Source: an optimization exercise on an open RTL-to-GDS flow (aim: small area and a short achievable clock period). Production flows keep margins and buffers that such runs may drop. The RTL was checked by simulation tests, not by an equivalence proof against the original design. No activity file was given, so power comes from the tool's default toggle rates.

`design/flow/run.sh`:
```
#!/bin/bash
# synth_recipe.tcl (not shown) runs the flow's synth.tcl, then flattens the netlist and writes it again
# the make line also repeats each setting of config.mk as NAME=value (left out here)
make -C /OpenROAD-flow-scripts/flow DESIGN_CONFIG=/design/flow/config.mk WORK_HOME=/design/flow/orfs CLKGATE_MAP_FILE= SYNTH_SCRIPT=/design/flow/synth_recipe.tcl finish
```
`design/flow/config.mk`:
```
export PLATFORM = sky130hd
export DESIGN_NAME = hyperbus_responder
export DESIGN_NICKNAME = hyperbus_responder
export VERILOG_FILES = /design/flow/design.v
export SDC_FILE = /design/flow/constraint.sdc
export NUM_CORES = 4
export LEC_CHECK = 0
export CAP_MARGIN = 20
export CORE_MARGIN = 2
export CORE_UTILIZATION = 45
export SLEW_MARGIN = 20
```
`design/flow/constraint.sdc`:
```
create_clock -name core_clock -period 4.5 [get_ports {clk_i}]
set_input_delay 0.9000 -clock core_clock [delete_from_list [all_inputs] [get_ports {clk_i}]]
set_output_delay 0.9000 -clock core_clock [all_outputs]
set_load 0.01 [all_outputs]
```
`design/flow/design.v`:
```
module hyperbus_responder #(
    parameter int unsigned MemWords = 256,
    parameter logic [15:0] IdValue  = 16'h0C81
) (
    input  logic        clk_i,
    input  logic        rst_i,
    input  logic        cs_ni,
    input  logic [15:0] dq_i,
    input  logic [1:0]  rwds_i,
    input  logic [3:0]  lat_i,
    input  logic        add_lat_i,
    output logic [15:0] dq_o,
    output logic        dq_oe_o,
    output logic        rwds_o,
    output logic        rwds_oe_o
);
    localparam int unsigned AW = $clog2(MemWords);
    localparam logic [AW-1:0] LOW_MASK = AW'(15);
    localparam logic [2:0] ST_IDLE  = 3'd0;
    localparam logic [2:0] ST_CA    = 3'd1;
    localparam logic [2:0] ST_LAT   = 3'd2;
    localparam logic [2:0] ST_READ  = 3'd3;
    localparam logic [2:0] ST_WRITE = 3'd4;
    localparam logic [2:0] ST_REGWR = 3'd5;
    localparam logic [2:0] ST_DRAIN = 3'd6;
    logic [2:0]    state_q, state_d;
    logic [4:0]    cnt_q, cnt_d;
    logic [31:0]   ca_q, ca_d;           
    logic [3:0]    lat_q, lat_d;
    logic          add_lat_q, add_lat_d;
    logic          is_read_q, is_read_d;
    logic          linear_q, linear_d;
    logic [AW-1:0] addr_q, addr_d;
    logic [15:0]   dq_q, dq_d;
    logic [15:0]   mem_q [MemWords];
    logic [4:0]    lat_eff_s;
    logic [3:0]    lat_nz_s;
    logic [AW-1:0] addr_next_s;
    logic [AW-1:0] addr_ca_s;
    logic [15:0]   rd_data_s;
    logic          mem_we_s;
    logic          dq_oe_s, rwds_oe_s, rwds_s;
    logic [15:0]   cr0_q;
    logic          is_reg_q, is_reg_d;
    logic          reg_sel_q, reg_sel_d;
    logic          cr0_we_s;
    always_comb begin
        lat_nz_s    = (lat_q == 4'd0) ? 4'd1 : lat_q;
        lat_eff_s   = add_lat_q ? {lat_nz_s, 1'b0} : {1'b0, lat_nz_s};
        addr_ca_s   = AW'({ca_q[28:0], dq_i[2:0]});
        if (linear_q) begin
            addr_next_s = addr_q + AW'(1);
        end else begin
            addr_next_s = (addr_q & ~LOW_MASK) | ((addr_q + AW'(1)) & LOW_MASK);
        end
        if (is_reg_q) begin
            rd_data_s = reg_sel_q ? cr0_q : IdValue;
        end else begin
            rd_data_s = mem_q[addr_q];
        end
    end
    always_comb begin
        state_d   = state_q;
        cnt_d     = cnt_q;
        ca_d      = ca_q;
        lat_d     = lat_q;
        add_lat_d = add_lat_q;
        is_read_d = is_read_q;
        linear_d  = linear_q;
        addr_d    = addr_q;
        dq_d      = 16'h0000;
        mem_we_s  = 1'b0;
        is_reg_d  = is_reg_q;
        reg_sel_d = reg_sel_q;
        cr0_we_s  = 1'b0;
        if (cs_ni) begin
            state_d = ST_IDLE;
            cnt_d   = 5'd0;
        end else begin
            case (state_q)
                ST_IDLE: begin
                    ca_d[31:16] = dq_i;
                    lat_d       = lat_i;
                    add_lat_d   = add_lat_i;
                    cnt_d       = 5'd1;
                    state_d     = ST_CA;
                end
                ST_CA: begin
                    if (cnt_q == 5'd1) begin
                        ca_d[15:0] = dq_i;
                        cnt_d      = 5'd2;
                    end else begin
                        is_read_d = ca_q[31];
                        linear_d  = ca_q[29];
                        addr_d    = addr_ca_s;
                        is_reg_d  = ca_q[30];
                        reg_sel_d = dq_i[0];
                        if (ca_q[30] && !ca_q[31]) begin
                            state_d = ST_REGWR;
                            cnt_d   = 5'd0;
                        end else begin
                            state_d = ST_LAT;
                            cnt_d   = lat_eff_s;
                        end
                    end
                end
                ST_LAT: begin
                    if (cnt_q == 5'd1) begin
                        cnt_d = 5'd0;
                        if (is_read_q) begin
                            state_d = ST_READ;
                            dq_d    = rd_data_s;
                            addr_d  = addr_next_s;
                        end else begin
                            state_d = ST_WRITE;
                        end
                    end else begin
                        cnt_d = cnt_q - 5'd1;
                    end
                end
                ST_READ: begin
                    dq_d   = rd_data_s;
                    addr_d = addr_next_s;
                end
                ST_WRITE: begin
                    mem_we_s = 1'b1;
                    addr_d   = addr_next_s;
                end
                ST_REGWR: begin
                    cr0_we_s = reg_sel_q;
                    state_d = ST_DRAIN;
                end
                ST_DRAIN: begin
                    state_d = ST_DRAIN;
                end
                default: begin
                    state_d = ST_IDLE;
                end
            endcase
        end
    end
    always_comb begin
        dq_oe_s   = 1'b0;
        rwds_oe_s = 1'b0;
        rwds_s    = 1'b0;
        if (!cs_ni && !rst_i) begin
            case (state_q)
                ST_IDLE: begin
                    rwds_oe_s = 1'b1;
                    rwds_s    = add_lat_i;
                end
                ST_CA: begin
                    rwds_oe_s = 1'b1;
                    rwds_s    = add_lat_q;
                end
                ST_READ: begin
                    dq_oe_s   = 1'b1;
                    rwds_oe_s = 1'b1;
                    rwds_s    = 1'b1;
                end
                default: begin
                    dq_oe_s   = 1'b0;
                    rwds_oe_s = 1'b0;
                    rwds_s    = 1'b0;
                end
            endcase
        end else begin
            dq_oe_s   = 1'b0;
            rwds_oe_s = 1'b0;
            rwds_s    = 1'b0;
        end
    end
    always_ff @(posedge clk_i) begin
        if (rst_i) begin
            state_q   <= ST_IDLE;
            cnt_q     <= 5'd0;
            ca_q      <= 32'h0000_0000;
            lat_q     <= 4'd0;
            add_lat_q <= 1'b0;
            is_read_q <= 1'b0;
            linear_q  <= 1'b0;
            addr_q    <= '0;
            dq_q      <= 16'h0000;
        end else begin
            state_q   <= state_d;
            cnt_q     <= cnt_d;
            ca_q      <= ca_d;
            lat_q     <= lat_d;
            add_lat_q <= add_lat_d;
            is_read_q <= is_read_d;
            linear_q  <= linear_d;
            addr_q    <= addr_d;
            dq_q      <= dq_d;
        end
    end
    always_ff @(posedge clk_i) begin
        if (rst_i) begin
            cr0_q     <= 16'h8F1F;
            is_reg_q  <= 1'b0;
            reg_sel_q <= 1'b0;
        end else begin
            is_reg_q  <= is_reg_d;
            reg_sel_q <= reg_sel_d;
            if (cr0_we_s) begin
                cr0_q <= dq_i;
            end else begin
                cr0_q <= cr0_q;
            end
        end
    end
    always_ff @(posedge clk_i) begin
        if (mem_we_s && !rst_i) begin
            if (!rwds_i[0]) begin
                mem_q[addr_q][7:0] <= dq_i[7:0];
            end
            if (!rwds_i[1]) begin
                mem_q[addr_q][15:8] <= dq_i[15:8];
            end
        end
    end
    assign dq_o      = dq_q;
    assign dq_oe_o   = dq_oe_s;
    assign rwds_o    = rwds_s;
    assign rwds_oe_o = rwds_oe_s;
endmodule
```
==> qor.csv <==
stage;metric;value;unit
detailed_routing;wl_per_cell;33.9;µm
pwr;p_per_area;428;nW/µm²
flow_run;drv_cap;0;
finish;multi_input_area;35100;µm²
clock_tree;clk_path_buf_depth;4;
placed_design;gp_congestion;0.926;
sta;fmax;232;MHz
critical_path;setup.worst_path.end;dq_q[3];
finish;drive_gt1_share;26.4;%
detailed_routing;vias;87351;
clock_tree;cts_tree;done;
clock_tree;cts_buffers;418;
clock_tree;post-cts-setup-buffers;0;
detailed_routing;route.detailed.drc;0;
sta;rsz0062_at_grt;false;
synth;synth_area_leader_cell;edfxtp_1;
critical_path;required;5400;ps
clock_tree;clock-sinks;4169;
clock_tree;clk_latency;990;ps
critical_path;slowest_stage;nor4_1;
detailed_routing;via_per_inst;6.17;
placed_design;place_hpwl;308000;µm
synth;yosysSeqAreaShare;76.5;%
critical_path;crit_top_cell;buf_4;
hold_path;hold_class;input port to flop;
clock_tree;h-tree-depth;5;
critical_path;cp_top_family;simple AND/OR/NAND/NOR gates;
clock_tree;clock-root-buffer;clkbuf_16;
critical_path;crit_cells;9;
pwr;ir_drop;0.351;mV
critical_path;cpPeakStageDelay;1050;ps
critical_path;critPathKind;flop to flop;
sta;slew-limit-headroom;19.5;%
floorplanning;design.die.area;366000;µm²
critical_path;regToRegSetupSlack;200;ps
synth;syn_nets;8120;
synth;yosysTopAreaCellShare;75.6;%
detailed_routing;drt_iter0_drc;12691;
critical_path;critPathLaunchType;flop;
synth;synth-edff-count;4096;
clock_tree;cts.clk_slew.worst_paths;60;ps
synth;synth_common_cells;edfxtp_1 (4096), mux4_2 (788), nor2_1 (637), mux2i_1 (510), nand2_1 (263);
clock_tree;hold_buffers;0;
placed_design;io_buffers;44;
critical_path;worstPathCellList;buf_4, nor2_4, buf_12, a22oi_1, nand3_1, a31oi_1, nor4_1, buf_4, a211o_1;
sta;worst_pin_slew;1210;ps
pwr;internal_power;63.8;mW
sta;final.setup.tns;0;ps
pwr;p_sw_share;20.8;%
sta;whs;288;ps
detailed_routing;dr.pass1.iters;8;
sta;timing.final.crit_share;95.6;%
floorplanning;num_rows;220;
detailed_routing;ant_nets;0;
finish;final_util;52.4;%
sta;drv_slew;0;
finish;fill_cells;28139;
sta;period_minus_slack;4300;ps
floorplanning;core_area;359000;µm²
global_route;grt_overflow;0;
synth;yosysUniqueCellTypes;82;
critical_path;cp.buffers_inverters;3;
critical_path;r2r_cells;9;
critical_path;r2r_end;dq_q[3];
critical_path;critical_path.max_fanout;32;
global_route;antenna_found_initial;39;
global_route;grt_pass1_wl;667000;µm
global_route;grt_max_degree;171;
synth;synth_cells;8088;
finish;syn2layout_area_growth;15.8;%
finish;final_cell_area;188000;µm²
placed_design;placed_area;175000;µm²
finish;nNetsFinal;9058;
synth;ys_top_cells_by_area;edfxtp_1 (76%), mux4_2 (11%), mux2i_1 (3.1%);
floorplanning;dieHeight;605;µm
floorplanning;die_w;605;µm
synth;synth_ff_type;edfxtp_1;
synth;synth-seq-cells;4169;
floorplanning;start_util;45.2;%
floorplanning;ios;45;
critical_path;worst_ep_arrival_time;5200;ps
pwr;switching_power;16.7;mW
sta;hold_violations;0;
pwr;power.leakage;58.6;nW
pwr;p_clk_share;43.2;%
global_route;track_usage;26.0;%
sta;skew;46.0;ps
finish;ff_latch_area;124000;µm²
pwr;seqPwrFrac;53.0;%
status;outcome;complete, no violations;
synth;yosysMostFrequentCell;edfxtp_1;
global_route;grt_pass1_vias;86073;
critical_path;end_kind;flop;
pwr;combPwrFrac;3.8;%
synth;synthArstFlopShare;0;%
synth;syn_avg_cell_area;20.1;µm²
detailed_routing;wl;479000;µm
clock_tree;cts-resized-gates;0;
synth;syn-cell-area;163000;µm²
sta;setup_viol;0;
synth;ys.warnings.count;1;
==> logic make-up (layout without fill, tap and decap cells) <==
group / after synthesis / in the layout / share of synthesized area, %
adders and majority gates: 6 / 6 / 0.0462
DFF: 4169 / 4169 / 76.5
buffers and inverters: 536 / 1817 / 2.01
xor gates and xnor gates: 1 / 1 / 0.00539
AOI/OAI and AO/OA: 778 / 778 / 3.35
other: 0 / 6 / 0
muxes: 1355 / 1355 / 14.7
and+or+nand+nor: 1243 / 1243 / 3.35
==> power groups by stage <==
stage	Combinational [mW]	Clock, mW	Sequential [mW]
final	3.08	34.8	42.7
after global routing	3.21	36.6	42.7
after CTS	3.08	35.2	42.7
after detailed placement	3.07	0	43.5
after global placement	3.01	0	43.5
after floorplan	1.58	0	43.5
==> per-layer routing <==
layer	GRT usage, %	share of wire [%]	vias to the layer above
met2	40.7	46	4874
met1	36.3	39	46282
met4	9.32	4.2	18
met3	5.34	10	858
met5	0	0.022	-
li1	-	-	35319
==> worst min-delay path by stage <==
| stage | from | to | slack, ps | cells after the start |
|---|---|---|---|---|
| 2_1_floorplan | cr0_q[14] | dq_q[14] | 430 | 2 |
| 3_3_place_gp | cr0_q[7] | cr0_q[7] | 440 | 2 |
| 3_5_place_dp | cr0_q[7] | cr0_q[7] | 450 | 2 |
| 4_1_cts | rst_i | cnt_q[4] | 230 | 3 |
| 5_1_grt | rst_i | cnt_q[4] | 300 | 3 |
| 6_report | rst_i | cnt_q[4] | 290 | 3 |
==> worst register-to-register path, delay by kind of cell (launching register included) <==
kind            cells  cell delay (ps)
simple gates        3             2140
flops               1              530
compound gates      3              600
buf+inv             3              950
==> through the flow <==
| step | total power, mW | worst slack [ps] | std cells |
|---|---|---|---|
| after floorplan | 45.0 | 1360 | 8088 |
| after detailed placement | 46.6 | -53.6 | 13378 |
| after global routing | 82.5 | 170 | 14143 |
| final | 80.6 | 198 | 14148 |
| after CTS | 80.9 | 276 | 14141 |
| after global placement | 46.5 | -18.6 | 13377 |
==> sequential cells by signal, indices dropped and copies added, names as in the netlist, named ones only <==
register / flops
reg_sel_q: 1
addr_q: 8
state_q: 3
mem_q: 4096
is_reg_q: 1
lat_q: 4
ca_q: 8
add_lat_q: 1
linear_q: 1
cnt_q: 5
cr0_q: 16
is_read_q: 1
dq_q: 16
==> layout make-up <==
cell class / count / share of cell area (%)
multi-input cells: 3383 / 18.6
inverters: 16 / 0.0372
well taps: 4773 / 3.17
clock inverters: 233 / 1.31
diodes: 6 / 0.00797
clock buffers: 530 / 5.91
repair buffers: 1038 / 4.84
flip-flops and latches: 4169 / 66.1
==> cell usage in the layout, fill, tap and decap left out, types with 27 or more instances in the layout <==
cell,n
a22oi_1,100
a21oi_1,123
clkinv_2,80
nand2_1,262
mux4_1,28
mux2_2,27
nand3_1,97
bufinv_16,47
edfxtp_1,4096
buf_4,901
mux2i_1,509
clkdlybuf4s50_1,27
a2111oi_0,45
clkbuf_1,97
mux4_2,788
a211oi_1,42
dfxtp_1,66
o21ai_0,81
clkinv_1,78
clkbuf_16,427
o221ai_1,72
o22ai_1,149
nor2_1,634
buf_12,91
nor3_1,58

-- afterwards: timing with drivers on the ports --
Ports are ideal in the flow. The routed layout listed here was re-timed in OpenROAD. Step 1, drivers: a clkbuf_16 drives clk_i and a buf_2 each remaining input, both assumed. Step 2 also shifts input and output timing later by t, the mid clock arrival at the registers, as if the neighbouring blocks saw the same clock. a / b / c = ideal / step 1 / step 2; a / b = the first two.
t, ns: 1.070
slack for setup (ns): 0.198 / 0.152 / -0.371
hold slack, ns: 0.288 / 0.203 / 0.462
Met with ideal ports but missed after step 2: setup timing in this run. For this run, drivers alone change the setup slack by -0.046 ns; drivers and shift together by -0.569 ns.
